Context: an optimization exercise on an open-source flow, tuned for small area, a short achievable clock period and few clock cycles per item. The choices shown serve that exercise and are no tape-out recipe. Where RTL was checked, it was by simulation tests only, not by an equivalence proof against the original. The RTL of run 1 was laid out without a check of its function.

## flow/design.v (module list and top-level ports; edited modules follow where they fit)
// module iirdf2_sat: 28 lines
// module iirdf2_sum_p: 1355 lines
// module iirdf2_sum_r: 1298 lines
// module iirdf2_sum_w: 722 lines
// module iirdf2_sum_q: 749 lines
// module iirdf2_sum_y: 724 lines
// module iir_direct_form_two_filter: 113 lines
module iir_direct_form_two_filter (
    input  logic                                   aclk,
    input  logic                                   aresetn,
    input  logic                                   s_valid,
    output logic                                   s_ready,
    input  logic signed [iirdf2_pkg::SAMPLE_W-1:0] s_sample_in,
    output logic                                   m_valid,
    input  logic                                   m_ready,
    output logic signed [iirdf2_pkg::SAMPLE_W-1:0] m_sample_out,
    output logic                                   m_clipped,
    input  logic                                   cfg_wr_en,
    input  logic [iirdf2_pkg::REG_IDX_W-1:0]       cfg_index,
    input  logic [iirdf2_pkg::COEF_W-1:0]          cfg_data
);
  // ...
==> flow/run.sh <==
#!/bin/bash
# synth_recipe.tcl (not shown) runs the flow's synth.tcl, then flattens the netlist and writes it again
# the make line also repeats each setting of config.mk as NAME=value (left out here)
make -C /OpenROAD-flow-scripts/flow DESIGN_CONFIG=/design/flow/config.mk WORK_HOME=/design/flow/orfs CLKGATE_MAP_FILE= SYNTH_SCRIPT=/design/flow/synth_recipe.tcl finish
==> flow/config.mk <==
export PLATFORM = sky130hd
export DESIGN_NAME = iir_direct_form_two_filter
export DESIGN_NICKNAME = iir_direct_form_two_filter
export VERILOG_FILES = /design/flow/design.v
export SDC_FILE = /design/flow/constraint.sdc
export NUM_CORES = 4
export LEC_CHECK = 0
export ABC_AREA = 1
export CAP_MARGIN = 20
export CELL_PAD_IN_SITES_DETAIL_PLACEMENT = 1
export CORE_MARGIN = 2
export CORE_UTILIZATION = 40
export PLACE_DENSITY = 0.5
export SETUP_SLACK_MARGIN = 2.5
export SLEW_MARGIN = 20
==> flow/constraint.sdc <==
create_clock -name core_clock -period 9.0 [get_ports {aclk}]
set_input_delay 1.8000 -clock core_clock [delete_from_list [all_inputs] [get_ports {aclk}]]
set_output_delay 1.8000 -clock core_clock [all_outputs]
set_load 0.01 [all_outputs]
==> impl_metrics.yaml, run 1 <==
yosys:
  post-synth-top-count-cell: "inv_1"
  synthSimpleGateAreaFrac_pct: 4.35
  synth_top_area_cell: "fa_1"
  synth_adder_area_share_pct: 36.8
  synth_top_area_share_pct: 34.0
  synthFlopType: "dfxtp_1"
  netlist_instances: 9730
  synthTopCellsByCount: "1865 x inv_1, 1582 x xor2_1, 1485 x fa_1"
layout:
  clock_area_share_pct: 2.69
  nMultiInputCombCells: 6457
  nNonClkInverters: 1964
  largest_class: "multi-input combinational cells"
  drive_gt1_share_pct: 7.53
  multi_input_area_um2: 64000
sta:
  maxSlewViolCount: 0
  rsz0062_at_grt: "yes"
  setup_tns_ps: 0
  relSlewSlack_pct: 20.2
  timing.hold.ws_ps: 462
  finalSetupViolCount: 0
detailed_routing:
  routed_wl_um: 395000
  dr.pass1.iters: 6
  num_vias: 75456
  ant_nets: 0
  wl_met1_um: 159000
critical_path:
  reg2reg_to: "pb_b[27]"
floorplan:
  io_pins: 61
global_route:
  grt_pass1_vias: 79575
clocking:
  cts_tree: "yes"
  clkTransAtPathRegs_ps: 60
  h-tree-depth: 3
  holdBufCountCts: 0
worst_hold_path:
  worstHoldStart: "vc"
outcome:
  status: "complete, no violations"
==> module iir_direct_form_two_filter, before the edit <==
module iir_direct_form_two_filter (
    input  logic                                   aclk,
    input  logic                                   aresetn,
    input  logic                                   s_valid,
    output logic                                   s_ready,
    input  logic signed [iirdf2_pkg::SAMPLE_W-1:0] s_sample_in,
    output logic                                   m_valid,
    input  logic                                   m_ready,
    output logic signed [iirdf2_pkg::SAMPLE_W-1:0] m_sample_out,
    output logic                                   m_clipped,
    input  logic                                   cfg_wr_en,
    input  logic [iirdf2_pkg::REG_IDX_W-1:0]       cfg_index,
    input  logic [iirdf2_pkg::COEF_W-1:0]          cfg_data
);
    localparam int EW  = iirdf2_pkg::ENC_W;
    localparam int SW  = iirdf2_pkg::STATE_W;
    localparam int WW  = iirdf2_pkg::WSUM_W;
    localparam int YW  = iirdf2_pkg::YSUM_W;
    localparam int XW  = iirdf2_pkg::SAMPLE_W;
    logic [EW-1:0] b0e, b1e, b2e, b3e, a1e, a2e, a3e;
    logic [SW-1:0] d1, d2, d3;
    logic [SW-1:0] d1n;       
    logic          vb, vc, m_valid_reg;
    logic [WW-1:0] pa_b, pb_b;
    logic [YW-1:0] ra_b, rb_b, qa_c, qb_c;
    logic          whit_c;
    logic [XW-1:0] y_reg;
    logic          clip_reg;
    logic          adv;
    logic [SW-1:0] s2, s3;
    logic [WW-1:0] pa_next, pb_next, wa, wb;
    logic [YW-1:0] ra_next, rb_next, qa_next, qb_next, ya, yb;
    logic [SW-1:0] w_sat;
    logic          w_hit, y_hit;
    logic [XW-1:0] y_sat;
    assign adv     = !m_valid_reg || m_ready;
    assign s_ready = adv;
    always_ff @(posedge aclk) begin
        if (!aresetn) begin
            b0e <= iirdf2_pkg::ENC_B_ONE;
            b1e <= iirdf2_pkg::ENC_B_ZERO;
            b2e <= iirdf2_pkg::ENC_B_ZERO;
            b3e <= iirdf2_pkg::ENC_B_ZERO;
            a1e <= iirdf2_pkg::ENC_A_ZERO;
            a2e <= iirdf2_pkg::ENC_A_ZERO;
            a3e <= iirdf2_pkg::ENC_A_ZERO;
        end else if (cfg_wr_en) begin
            case (cfg_index)
                3'd0: b0e <= iirdf2_pkg::booth_enc(cfg_data, 1'b0);
                3'd1: b1e <= iirdf2_pkg::booth_enc(cfg_data, 1'b0);
                3'd2: b2e <= iirdf2_pkg::booth_enc(cfg_data, 1'b0);
                3'd3: b3e <= iirdf2_pkg::booth_enc(cfg_data, 1'b0);
                3'd4: a1e <= iirdf2_pkg::booth_enc(cfg_data, 1'b1);
                3'd5: a2e <= iirdf2_pkg::booth_enc(cfg_data, 1'b1);
                3'd6: a3e <= iirdf2_pkg::booth_enc(cfg_data, 1'b1);
                default: ;
            endcase
        end
    end
    assign s2 = vb ? d1 : d2;
    assign s3 = vb ? d2 : d3;
    iirdf2_sum_p u_p (.a1e(a1e), .a2e(a2e), .a3e(a3e), .s2(s2), .s3(s3), .x(s_sample_in),
                      .sa(pa_next), .sb(pb_next));
    iirdf2_sum_r u_r (.b1e(b1e), .b2e(b2e), .b3e(b3e), .s2(s2), .s3(s3),
                      .sa(ra_next), .sb(rb_next));
    iirdf2_sum_w u_w (.a1e(a1e), .d1n(d1n), .pa(pa_b), .pb(pb_b), .sa(wa), .sb(wb));
    iirdf2_sum_q u_q (.b0e(b0e), .b1e(b1e), .d1(d1), .ra(ra_b), .rb(rb_b), .sa(qa_next), .sb(qb_next));
    iirdf2_sat #(.IN_W(WW), .OUT_W(SW)) u_wsat (.sa(wa), .sb(wb), .q(w_sat), .hit(w_hit));
    iirdf2_sum_y u_y (.b0e(b0e), .d1(d1), .qa(qa_c), .qb(qb_c), .sa(ya), .sb(yb));
    iirdf2_sat #(.IN_W(YW), .OUT_W(XW)) u_ysat (.sa(ya), .sb(yb), .q(y_sat), .hit(y_hit));
    always_ff @(posedge aclk) begin
        if (!aresetn) begin
            vb          <= 1'b0;
            vc          <= 1'b0;
            m_valid_reg <= 1'b0;
        end else if (adv) begin
            vb          <= s_valid;
            vc          <= vb;
            m_valid_reg <= vc;
        end
    end
    always_ff @(posedge aclk) begin
        if (!aresetn) begin
            d1  <= '0;
            d1n <= '1;
            d2  <= '0;
            d3  <= '0;
        end else if (adv && vb) begin
            d1  <= w_sat;
            d1n <= ~w_sat;
            d2 <= d1;
            d3 <= d2;
        end
    end
    always_ff @(posedge aclk) begin
        if (adv) begin
            pa_b   <= pa_next;
            pb_b   <= pb_next;
            ra_b   <= ra_next;
            rb_b   <= rb_next;
            qa_c   <= qa_next;
            qb_c   <= qb_next;
            whit_c <= w_hit;
            if (vc) begin
                y_reg    <= y_sat;
                clip_reg <= whit_c | y_hit;
            end
        end
    end
    assign m_valid      = m_valid_reg;
    assign m_sample_out = y_reg;
    assign m_clipped    = clip_reg;
endmodule
==> run 2, diff against run 1 <==
--- a/flow/design.v
+++ b/flow/design.v
@@ -4925,2 +4925,3 @@
     logic [SW-1:0] d1n;       
+    logic [SW-1:0] d1y;       
     logic          vb, vc, m_valid_reg;
@@ -4971,3 +4972,3 @@
     iirdf2_sat #(.IN_W(WW), .OUT_W(SW)) u_wsat (.sa(wa), .sb(wb), .q(w_sat), .hit(w_hit));
-    iirdf2_sum_y u_y (.b0e(b0e), .d1(d1), .qa(qa_c), .qb(qb_c), .sa(ya), .sb(yb));
+    iirdf2_sum_y u_y (.b0e(b0e), .d1(d1y), .qa(qa_c), .qb(qb_c), .sa(ya), .sb(yb));
     iirdf2_sat #(.IN_W(YW), .OUT_W(XW)) u_ysat (.sa(ya), .sb(yb), .q(y_sat), .hit(y_hit));
@@ -4996,2 +4997,7 @@
         end
+    end
+    always_ff @(posedge aclk) begin
+        if (adv && vb) begin
+            d1y <= w_sat;
+        end
     end
--- a/flow/config.mk
+++ b/flow/config.mk
@@ -13,3 +13,3 @@
 export PLACE_DENSITY = 0.5
-export SETUP_SLACK_MARGIN = 2.5
+export SETUP_SLACK_MARGIN = 3.2
 export SLEW_MARGIN = 20
==> impl_metrics.yaml, run 2 <==
outcome:
  status: "complete, no violations"
global_route:
  overflow: 0
  grt_max_degree: 180
  antenna_found_initial: 12
  grt_pass1_vias: 81656
  grt_usage_pct: 35.8
  grt_pass1_wl_um: 582000
floorplan:
  std_cell_rows: 172
  start_util_pct: 40.2
  core_um2: 219000
  die_y_um: 473
  chipWidth_um: 473
  io_pins: 61
  dieArea_um2: 224000
critical_path:
  reg2reg_depth: 28
  worst-path-buf-inv: 7
  cp.depth: 28
  start_kind: "flop"
  end_kind: "flop"
  critPathKind: "flop to flop"
  crit_required_ps: 9420
  critPathTopFamily: "adder cells"
  cp_max_fo: 8
  slowest_stage: "fa_1"
  worst_path_largest_cell_delay_ps: 510
  arrival_ps: 6200
  path_common_cell: "nand3_2"
yosys:
  ys_ff_latch: 584
  post-synth-top-count-cell: "inv_1"
  yosysWarnings: 3
  synth_top_area_cell: "fa_1"
  synthFlopType: "edfxtp_1"
  seq_area_frac_synth_pct: 16.6
  synthTopCellsByCount: "1838 x inv_1, 1597 x xor2_1, 1485 x fa_1"
  synthDistinctLibCells: 56
  synth.cell_area_um2: 88100
  avgSynthCellArea_um2: 9.11
  synth-edff-count: 296
  synth_top_area_share_pct: 33.7
  ys_async_sr_fraction_pct: 0
  netlist_instances: 9673
  yosys-top-cells-area: "fa_1 34%, xor2_1 16%, o22ai_1 10%"
  syn_nets: 11399
detailed_routing:
  num_vias: 76835
  vias_per_cell: 6.12
  wl_per_cell_um: 32.6
  drc: 0
  routed_wl_um: 409000
  drtIter0Drc: 8832
  ant_nets: 0
  dr.pass1.iters: 8
placement:
  gp_congestion: 0.972
  hpwl_um: 287000
  dpl-instance-area_um2: 92100
  io_buffers: 60
flow_run:
  maxCapViolations: 0
clocking:
  cts-root-buf: "clkbuf_16"
  clkTransAtPathRegs_ps: 60
  cts_tree: "yes"
  clkSinkCount: 584
  cts.path.max_buffers: 3
  h-tree-depth: 3
  cts_buffers: 77
  holdBufCountCts: 0
  worstSkewPairLatency_ps: 730
sta:
  setup_tns_ps: 0
  hold_viol_final: 0
  max_freq_mhz: 173
  layout_worst_path_cycle_share_pct: 64.2
  tightest_slew_ps: 1240
  relSlewSlack_pct: 17.1
  rsz0062_at_grt: "yes"
  period_minus_slack_ps: 5780
  finalSetupViolCount: 0
  maxSlewViolCount: 0
  fin_skew_ps: 66.2
layout:
  area_growth_pct: 13.7
  final_common_cell: "inv_1"
  multi_input_area_um2: 65800
  reg_top3: "pa_b (43), qa_c (43), qb_c (43)"
  regArea_um2: 14800
  drive_gt1_share_pct: 13.6
  fin_area_um2: 100000
  mostFrequentLayoutCells: "1780 x inv_1, 1563 x xor2_1, 1424 x fa_1"
  nFillCells: 24672
  final_net_count: 11356
worst_hold_path:
  holdPathStages: 2
  holdCritPathClass: "flop to flop"
## run 2: changes by cell type after synthesis, sizes merged, moves of 9 or more
cell,delta
clkinv,+58
inv,-35
nand2,-82
nor2,-12
buf,-25
clkbuf,-9
edfxtp,+24
xor2,+17
## run 2: layer usage
metal	vias up	wire [µm]	track usage, %
li1	30944	-	-
met1	39589	164000	47.7
met2	4980	174000	52.7
met3	1316	46100	9.84
met4	6	25900	19.2
met5	-	43	0
## run 2: timing repair
item | CTS | global route
resized for setup | 399 | 453
hold endpoints to repair | 0 | 0
endpoints found under the setup margin | 158 | 137
pin swaps | 43 | 101
buffers inserted | 143 | 101
gates cloned | 30 | 8
## run 2: worst paths after layout
kind	endpoint	from	slack, ps
max	y_reg[11]	d1y[23]	3220
min	vc	vc	470
max reg2reg	y_reg[11]	d1y[23]	3220
min reg2reg	vc	vc	470
## run 2: tightest hold or removal path, cell delays in order, from the launching register on
cell and delay, ps:
dfxtp_1 310, nand2_1 60, a21oi_1 60
## run 2: final cells by class
cell class	count	share of cell area, %
Multi-Input combinational cell	6393	65.7
Antenna cell	5	0.0125
Clock inverter	38	0.378
Clock buffer	100	2.10
Inverter	1971	7.74
Timing Repair inverter	25	0.180
Timing Repair Buffer	578	5.50
Sequential cell	584	14.8
Tap cell	2871	3.58
## run 2: cells by family after synthesis
family | after synthesis | share of synthesized area, %
AOI/OAI and AO/OA | 2268 | 15.2
buffers and inverters | 2704 | 11.6
xor gates and xnor gates | 1611 | 16.0
and+or+nand+nor | 822 | 3.99
adders and majority gates | 1684 | 36.6
DFF | 584 | 16.6
## run 2: through the flow
step | utilization [%] | std cells | setup WS (ps) | hold WS, ps
2_1_floorplan | - | 9673 | 2410 | 426
3_3_place_gp | 42.0 | 12136 | 1850 | 453
3_5_place_dp | 42.0 | 12136 | 1950 | 463
4_1_cts | 44.4 | 12447 | 3170 | 473
5_1_grt | 45.7 | 12560 | 3020 | 495
6_report | 45.7 | 12565 | 3220 | 469
Testbench counts of run 2, summed over its fixed seeds: cycles 3,224, samples 3,200.
==> run 3, diff against run 2 <==
==> flow/flow/run.sh (new file) <==
#!/bin/bash
# Standard layout, with one netlist step between synthesis and floorplan:
# flow/polarity.py re-assigns the polarity of the full adders (and xor/xnor
# gates) of the synthesized netlist to drop most inverters between them.
# Registers and ports are left as they are.
set -euo pipefail
R=orfs/results/${FLOW_PLATFORM}/iir_direct_form_two_filter/base
bash standard.sh synth > synth.log 2>&1
cp $R/1_2_yosys.v 1_2_yosys.orig.v
python3 flow/polarity.py 1_2_yosys.orig.v $R/1_2_yosys.v 300000 > polarity.log 2>&1
rm -f $R/1_synth.odb $R/1_synth.sdc
bash standard.sh > layout.log 2>&1
==> flow/flow/polarity.py (new file) <==
#!/usr/bin/env python3
"""Re-assign full-adder polarities in a flat sky130 Yosys netlist to remove
inverters between full adders. A full adder is self-dual:
FA(~a, ~b, ~c) = (~sum, ~cout), so each fa cell may compute on complemented
inputs and outputs. Inverters are then rebuilt where a consumer needs the
other polarity of a signal.

usage: polarity.py in.v out.v
"""
import re, sys, collections

src = open(sys.argv[1]).read()
m = re.search(r'\bmodule\s+(\S+)\s*\((.*?)\);', src, re.S)
body_start = m.end()
end = src.rindex('endmodule')
head, body, tail = src[:body_start], src[body_start:end], src[end:]

# split body into statements
stmts = []
for st in re.split(r';\s*\n', body):
    if st.strip():
        stmts.append(st.strip() + ' ;')

cell_re = re.compile(r'^(?:\(\*.*?\*\)\s*)*(sky130_fd_sc_hd__\w+)\s+(\S+)\s*\((.*)\)\s*;$', re.S)
pin_re = re.compile(r'\.(\w+)\(\s*([^()]*?)\s*\)')
OUT = {'X', 'Y', 'Q', 'Q_N', 'SUM', 'COUT', 'HI', 'LO'}

cells = []      # dicts: type, name, pins(dict), idx
other = []      # non-cell statements (wire decls, assigns)
for st in stmts:
    mm = cell_re.match(st)
    if mm:
        typ, name, pins = mm.group(1), mm.group(2), mm.group(3)
        cells.append({'type': typ, 'name': name,
                      'pins': dict(pin_re.findall(pins))})
    else:
        other.append(st)

INV = re.compile(r'sky130_fd_sc_hd__(inv|clkinv)_\d+$')
FA = re.compile(r'sky130_fd_sc_hd__fa_\d+$')
XR = re.compile(r'sky130_fd_sc_hd__x(n?)or2_(\d+)$')

driver = {}
loads = collections.defaultdict(list)   # net -> [(cell idx, pin)]
for i, c in enumerate(cells):
    for p, n in c['pins'].items():
        if p in OUT:
            driver[n] = (i, p)
        else:
            loads[n].append((i, p))

# nets used by assigns / ports count as fixed-polarity consumers
fixed_nets = set()
for st in other:
    if st.startswith('assign'):
        for n in re.findall(r'[\\\w\[\]\.$]+', st):
            fixed_nets.add(n)

for st in other:
    mo = re.search(r'\boutput\s+(?:\[[^\]]*\]\s*)?(\S+)\s*;', st)
    if mo:
        nm = mo.group(1)
        rng = re.search(r'\boutput\s+\[(\d+):(\d+)\]', st)
        if rng:
            hi, lo = int(rng.group(1)), int(rng.group(2))
            for k in range(min(hi, lo), max(hi, lo) + 1):
                fixed_nets.add(f"{nm}[{k}]")
        fixed_nets.add(nm)

def is_inv(i):
    return INV.match(cells[i]['type']) is not None

# base signal: strip inverter chains
def base(net):
    par = 0
    seen = 0
    while net in driver and is_inv(driver[net][0]) and seen < 10:
        net = cells[driver[net][0]]['pins']['A']
        par ^= 1
        seen += 1
    return net, par

fas = [i for i, c in enumerate(cells) if FA.match(c['type'])]
fa_set = set(fas)
xrs = [i for i, c in enumerate(cells) if XR.match(c['type'])]
xr_set = set(xrs)
pol = {i: 0 for i in fas + xrs}

# consumers: for each base signal, list of (consumer, pin, required parity
# relative to the base signal, fa idx or None)
cons = collections.defaultdict(list)
for i, c in enumerate(cells):
    if is_inv(i):
        continue
    for p, n in c['pins'].items():
        if p in OUT:
            continue
        b, par = base(n)
        cons[b].append((i, p, par))
for n in fixed_nets:
    b, par = base(n)
    cons[b].append((None, None, par))

# source polarity of a base net: 0 unless driven by a flipped FA output
def src_pol(b):
    d = driver.get(b)
    if d and d[0] in pol:
        return pol[d[0]]
    return 0

def need(b):
    """set of physical polarities (relative to the logical base signal)
    that consumers of b need"""
    s = set()
    for (i, p, par) in cons[b]:
        q = par ^ (pol[i] if i in fa_set else 0)
        s.add(q)
    return s

def cost_net(b):
    sp = src_pol(b)
    return sum(1 for q in need(b) if q != sp)

fa_nets = {}
for i in fas:
    c = cells[i]['pins']
    nets = set()
    for p in ('A', 'B', 'CIN'):
        nets.add(base(c[p])[0])
    for p in ('SUM', 'COUT'):
        nets.add(c[p])
    fa_nets[i] = nets

for i in xrs:
    fa_nets[i] = {cells[i]['pins'][p] for p in cells[i]['pins'] if p in OUT}

def local_cost(i):
    return sum(cost_net(b) for b in fa_nets[i])

import random
random.seed(1)
total0 = sum(cost_net(b) for b in cons)
frozen = {driver[n][0] for n in fixed_nets if n in driver}
nodes = [i for i in fas + xrs if i not in frozen]
cur = total0
best = dict(pol); best_cost = cur
T = 2.0
steps = int(sys.argv[3]) if len(sys.argv) > 3 else 300000
for k in range(steps):
    i = nodes[random.randrange(len(nodes))]
    before = local_cost(i)
    pol[i] ^= 1
    d = local_cost(i) - before
    if d <= 0 or random.random() < pow(2.718, -d / T):
        cur += d
        if cur < best_cost:
            best_cost = cur; best = dict(pol)
    else:
        pol[i] ^= 1
    T = max(0.05, 2.0 * (1 - k / steps))
pol = best
for it in range(10 if steps >= 0 else 0):
    changed = 0
    for i in nodes:
        before = local_cost(i)
        pol[i] ^= 1
        if local_cost(i) < before:
            changed += 1
        else:
            pol[i] ^= 1
    if not changed:
        break
total1 = sum(cost_net(b) for b in cons)
old_inv = sum(1 for i in range(len(cells)) if is_inv(i))
sys.stderr.write(f"inverters: {old_inv} in netlist; needed before {total0}, after {total1}; "
                 f"{sum(pol[i] for i in fas)} of {len(fas)} adders, {sum(pol[i] for i in xrs)} of {len(xrs)} xors flipped\n")

# rebuild: drop every inverter, add one inverter per base net whose
# consumers need the other polarity
new_cells = []
inv_of = {}
ninv = 0
def phys(b, q):
    """net carrying base b at physical polarity q"""
    global ninv
    if q == src_pol(b):
        return b
    if b not in inv_of:
        n = f"_polinv{ninv}_"
        inv_of[b] = n
        new_cells.append({'type': 'sky130_fd_sc_hd__inv_1', 'name': f"_polinv_cell{ninv}_",
                          'pins': {'A': b, 'Y': n}, 'new': True})
        ninv += 1
    return inv_of[b]

for i, c in enumerate(cells):
    if is_inv(i):
        y = c['pins']['Y']
        if y in fixed_nets:
            b, par = base(y)
            new_cells.append({'type': c['type'], 'name': c['name'],
                              'pins': {'A': phys(b, par ^ 1), 'Y': y}})
        continue
    pins = dict(c['pins'])
    for p, n in c['pins'].items():
        if p in OUT:
            continue
        b, par = base(n)
        q = par ^ (pol[i] if i in fa_set else 0)
        pins[p] = phys(b, q)
    typ = c['type']
    if i in xr_set and pol[i]:
        mx = XR.match(typ)
        typ = f"sky130_fd_sc_hd__{'x' if mx.group(1) else 'xn'}or2_{mx.group(2)}"
        # xor2 drives X, xnor2 drives Y
        if 'X' in pins:
            pins['Y'] = pins.pop('X')
        else:
            pins['X'] = pins.pop('Y')
    new_cells.append({'type': typ, 'name': c['name'], 'pins': pins})

# nets used by assigns must still carry their original values
extra_assigns = []
for n in fixed_nets:
    if n in driver and (is_inv(driver[n][0]) or (driver[n][0] in pol and pol[driver[n][0]])):
        b, par = base(n)
        extra_assigns.append((n, phys(b, par)))
# remove wires no longer driven? keep declarations (unused wires are fine)
used = set()
for c in new_cells:
    used.update(c['pins'].values())
def keep(st):
    mw = re.search(r'\bwire\s+(\S+)\s*;', st)
    if mw and not st.lstrip().startswith('assign'):
        return mw.group(1) in used or mw.group(1) in fixed_nets
    return True
out = [head]
for st in other:
    if keep(st):
        out.append('  ' + st + '\n')
for n, src_n in extra_assigns:
    pass  # handled below
wires = set(re.findall(r'wire\s+(?:\[[^\]]*\]\s*)?(\S+)\s*;', body))
for c in new_cells:
    if c.get('new'):
        out.append(f"  wire {c['pins']['Y']};\n")
for c in new_cells:
    pins = ',\n'.join(f"    .{p}({n}{' ' if n.startswith(chr(92)) else ''})" for p, n in c['pins'].items())
    nm = c['name'] + (' ' if c['name'].startswith(chr(92)) else '')
    out.append(f"  {c['type']} {nm} (\n{pins}\n  );\n")
out.append(tail)
if extra_assigns:
    sys.stderr.write(f"WARNING: {len(extra_assigns)} assign nets re-polarised\n")
open(sys.argv[2], 'w').write(''.join(out))
==> flow/standard.sh (new file) <==
#!/bin/bash
# synth_recipe.tcl (not shown) runs the flow's synth.tcl, then flattens the netlist and writes it again
# the make line also repeats each setting of config.mk as NAME=value (left out here)
make -C /OpenROAD-flow-scripts/flow DESIGN_CONFIG=/design/flow/config.mk WORK_HOME=/design/flow/orfs CLKGATE_MAP_FILE= SYNTH_SCRIPT=/design/flow/synth_recipe.tcl "${@:-finish}"
--- a/flow/config.mk
+++ b/flow/config.mk
@@ -13,3 +13,3 @@
 export PLACE_DENSITY = 0.5
-export SETUP_SLACK_MARGIN = 3.2
+export SETUP_SLACK_MARGIN = 2.5
 export SLEW_MARGIN = 20
removed: flow/run.sh
==> impl_metrics.yaml, run 3 <==
outcome:
  status: "complete, no violations"
clocking:
  worstSkewPairLatency_ps: 690
  holdBufCountCts: 0
  clkTransAtPathRegs_ps: 70
  h-tree-depth: 3
  cts_buffers: 70
  cts_tree: "yes"
  cts.path.max_buffers: 3
  cts-root-buf: "clkbuf_16"
  clkSinkCount: 584
yosys:
  syn_nets: 10025
  avgSynthCellArea_um2: 10.0
  netlist_instances: 8299
  synth.cell_area_um2: 83000
  yosysWarnings: 3
sta:
  maxSlewViolCount: 0
  layout_worst_path_cycle_share_pct: 72.3
  finalSetupViolCount: 0
  timing.hold.ws_ps: 460
  fin_skew_ps: 33.7
  max_freq_mhz: 154
  hold_viol_final: 0
  relSlewSlack_pct: 19.5
  tightest_slew_ps: 1210
  rsz0062_at_grt: "yes"
  setup_tns_ps: 0
  period_minus_slack_ps: 6510
global_route:
  grt_pass1_wl_um: 532000
  grt_max_degree: 172
  grt_usage_pct: 34.6
  grt_pass1_vias: 73545
  antenna_found_initial: 10
  overflow: 0
detailed_routing:
  drc: 0
  vias_per_cell: 6.43
  ant_nets: 0
  dr.pass1.iters: 7
  wl_per_cell_um: 34.0
  drtIter0Drc: 9017
  num_vias: 70301
  routed_wl_um: 372000
floorplan:
  die_y_um: 459
  start_util_pct: 40.1
  std_cell_rows: 167
  dieArea_um2: 211000
  io_pins: 61
  chipWidth_um: 459
  core_um2: 207000
placement:
  gp_congestion: 0.946
  hpwl_um: 265000
  io_buffers: 60
layout:
  fin_util_pct: 44.1
  final_net_count: 9895
  area_growth_pct: 9.94
  drive_gt1_share_pct: 10.1
  nFillCells: 22576
  reg_top3: "pa_b (43), qa_c (43), qb_c (43)"
  final_common_cell: "fa_1"
  mostFrequentLayoutCells: "1485 x fa_1, 1448 x o22ai_1, 1048 x xnor2_1"
worst_hold_path:
  holdCritPathClass: "flop to flop"
critical_path:
  critPathKind: "flop to flop"
  end_kind: "flop"
  cp_max_fo: 19
  crit_required_ps: 9420
  start_kind: "flop"
  arrival_ps: 6930
flow_run:
  maxCapViolations: 0
-- run 3: area by class of cell --
class,instances,area [µm²],share of cell area [%]
multi-input cells,6386,63900,70.0
flip-flops and latches,584,14700,16.1
repair buffers,503,4170,4.57
well taps,2704,3380,3.71
inverters,597,2510,2.75
clock buffers,90,1970,2.16
clock inverters,37,379,0.416
repair inverters,27,188,0.206
diodes,7,17.5,0.0192
-- run 3: layer usage --
metal  routed length [µm]  track usage (%)  vias up
met1               149000             47.3    36565
met3                42300             8.71     1052
met2               161000             51.9     4674
met4                19500             14.9        6
met5                   44                0        -
li1                     -                -    28004
-- run 3: critical path: stages (launching register included) --
cell        delay [ps]
dfxtp_1            560
clkinvlp_4         570
nand2_1            290
o21ai_4            310
buf_4              400
o22ai_1            190
xnor2_1            130
fa_1               560
fa_1               620
fa_1               430
fa_1               550
fa_1               530
fa_1               740
ha_1               310
-- run 3: stage by stage --
stage	cells	cell area, µm²	setup slack [ps]
finish	10935	91200	2490
global route	10929	91200	2460
CTS	10785	89700	2500
detailed placement	10606	86800	1750
global placement	10606	86800	1920
floorplan	8299	83000	2500
-- run 3: path summary, 6_finish.rpt --
check / startpoint / to / slack (ps) / depth (start not counted)
min reg2reg: a3e[1] / a3e[1] / 460 / 2
min: a3e[1] / a3e[1] / 460 / 2
max reg2reg: d1[6] / rb_b[19] / 2490 / 13
max: d1[6] / rb_b[19] / 2490 / 13
-- run 3: repair_timing --
item	in CTS	in global routing
endpoints found under the setup margin	89	117
buffers inserted	41	123
cloned	11	17
gates resized for setup	48	100
pin swaps	1	2
==> run 4, diff against run 3 <==
--- a/flow/config.mk
+++ b/flow/config.mk
@@ -13,3 +13,3 @@
 export PLACE_DENSITY = 0.5
-export SETUP_SLACK_MARGIN = 2.5
+export SETUP_SLACK_MARGIN = 3.0
 export SLEW_MARGIN = 20
==> impl_metrics.yaml, run 4 <==
detailed_routing:
  wl_per_cell_um: 34.1
  num_vias: 71436
  drtIter0Drc: 9115
  vias_per_cell: 6.43
  ant_nets: 0
  routed_wl_um: 379000
  drc: 0
  dr.pass1.iters: 8
global_route:
  antenna_found_initial: 19
  overflow: 0
  grt_pass1_wl_um: 544000
  grt_usage_pct: 35.4
  grt_pass1_vias: 75248
  grt_max_degree: 168
floorplan:
  dieArea_um2: 211000
  core_um2: 207000
  chipWidth_um: 459
  io_pins: 61
  std_cell_rows: 167
  die_y_um: 459
  start_util_pct: 40.1
sta:
  relSlewSlack_pct: 15.2
  tightest_slew_ps: 1270
  max_freq_mhz: 168
  fin_skew_ps: 35.7
  period_minus_slack_ps: 5970
  finalSetupViolCount: 0
  layout_worst_path_cycle_share_pct: 66.3
  rsz0062_at_grt: "yes"
  hold_viol_final: 0
  maxSlewViolCount: 0
  setup_tns_ps: 0
critical_path:
  start_kind: "flop"
  arrival_ps: 6410
  critPathKind: "flop to flop"
  worst_path_largest_cell_delay_ps: 760
  path_common_cell: "fa_1"
  r2r_setup_slack_ps: 3030
  cp_cell_sequence: "inv_1, buf_6, nand2_1, o21ai_4, clkbuf_8, o22ai_1, xor2_1, fa_1, fa_1, inv_1, fa_1, fa_1, fa_1, fa_1, fa_1"
  slowest_stage: "fa_1"
  cp_max_fo: 36
  end_kind: "flop"
  crit_required_ps: 9440
placement:
  hpwl_um: 264000
  dpl-instance-area_um2: 86800
  io_buffers: 60
  gp_congestion: 0.947
  place_inst: 10595
clocking:
  cts-root-buf: "clkbuf_16"
  cts_buffers: 70
  h-tree-depth: 3
  cts.path.max_buffers: 3
  clkTransAtPathRegs_ps: 70
  clkSinkCount: 584
  worstSkewPairLatency_ps: 690
  holdBufCountCts: 0
  cts_tree: "yes"
yosys:
  syn_nets: 10025
  netlist_instances: 8299
  synth.cell_area_um2: 83000
  avgSynthCellArea_um2: 10.0
  yosysWarnings: 3
layout:
  area_growth_pct: 13.7
  final_net_count: 10068
  final_common_cell: "fa_1"
  nFillCells: 22543
  drive_gt1_share_pct: 14.6
  fin_util_pct: 45.7
  multi_input_area_um2: 65000
  stdcell_count: 11110
  mostFrequentLayoutCells: "1430 x fa_1, 1425 x o22ai_1, 1041 x xnor2_1"
  reg_top3: "pa_b (43), qa_c (43), qb_c (43)"
  regArea_um2: 14800
  fin_area_um2: 94300
flow_run:
  maxCapViolations: 0
worst_hold_path:
  holdCritPathClass: "flop to flop"
outcome:
  status: "complete, no violations"
-- run 4: path summary, 6_finish.rpt --
check,cells after the start,from,end
max,15,d1[14],pb_b[26]
min,2,b3e[9],b3e[9]
max reg2reg,15,d1[14],pb_b[26]
min reg2reg,2,b3e[9],b3e[9]
-- run 4: per-stage QoR --
stage / setup WS [ps] / hold slack [ps]
floorplan: 2820 / 426
global placement: 1880 / 440
detailed placement: 1770 / 452
CTS: 3000 / 463
global route: 2920 / 502
finish: 3030 / 466
-- run 4: metal layers --
layer	GRT usage (%)	up-vias	routed length (µm)
li1	-	28378	-
met1	47.4	37033	149000
met2	52.4	4821	163000
met3	10.4	1186	45300
met4	17.0	18	22000
met5	0	-	124
-- run 4: layout make-up --
cell class,count,area share (%)
Timing Repair inverter,32,0.244
Timing Repair Buffer,667,6.33
Multi-Input combinational cell,6390,68.9
Clock buffer,91,2.05
Clock inverter,37,0.416
Tap cell,2704,3.59
Sequential cell,584,15.7
Inverter,597,2.73
Antenna cell,8,0.0212
-- run 4: what timing repair did --
| item | in CTS | in global routing |
|---|---|---|
| endpoints found under the setup margin | 147 | 119 |
| gates cloned | 37 | 2 |
| endpoints found under the hold margin | 0 | 0 |
| setup buffers | 247 | 89 |
| pin swaps | 41 | 70 |
| resized for setup | 258 | 257 |
-- run 4: worst max-delay path: cells and delay by family (launching register included) --
family	cells	cell delay [ps]
AOI/OAI and AO/OA	2	360
adders and majority gates	7	3610
buffers and inverters	4	690
and+or+nand+nor	1	140
DFF	1	590
xor gates and xnor gates	1	270

separate check: timing with driven ports:
In the flow no input, the clock included, has a driving cell. The finished layouts below were timed again as built, in two steps. Step 1, drivers: a clkbuf_16 drives aclk and a buf_2 each remaining input, both assumed. Step 2 times the ports against the registers' clock, not the clock port: input delays grow and output delays shrink by t, the midpoint of the rising clock arrivals with the driver on. Three values: ideal ports, drivers, drivers and shift; two values: the first two.
run | t (ns) | slack for setup (ns) | clock arrival spread, ns | worst slew at a driven data input, ns
run 1 | 0.803 | 2.560 / 2.560 / 2.560 | 0.054 / 0.054 | 0.05
run 2 | 0.780 | 3.218 / 3.218 / 3.218 | 0.087 / 0.086 | 0.06
run 3 | 0.769 | 2.493 / 2.493 / 2.493 | 0.034 / 0.034 | 0.05
run 4 | 0.766 | 3.032 / 3.032 / 3.032 | 0.036 / 0.036 | 0.04
After both steps setup and hold are still met in every run listed.
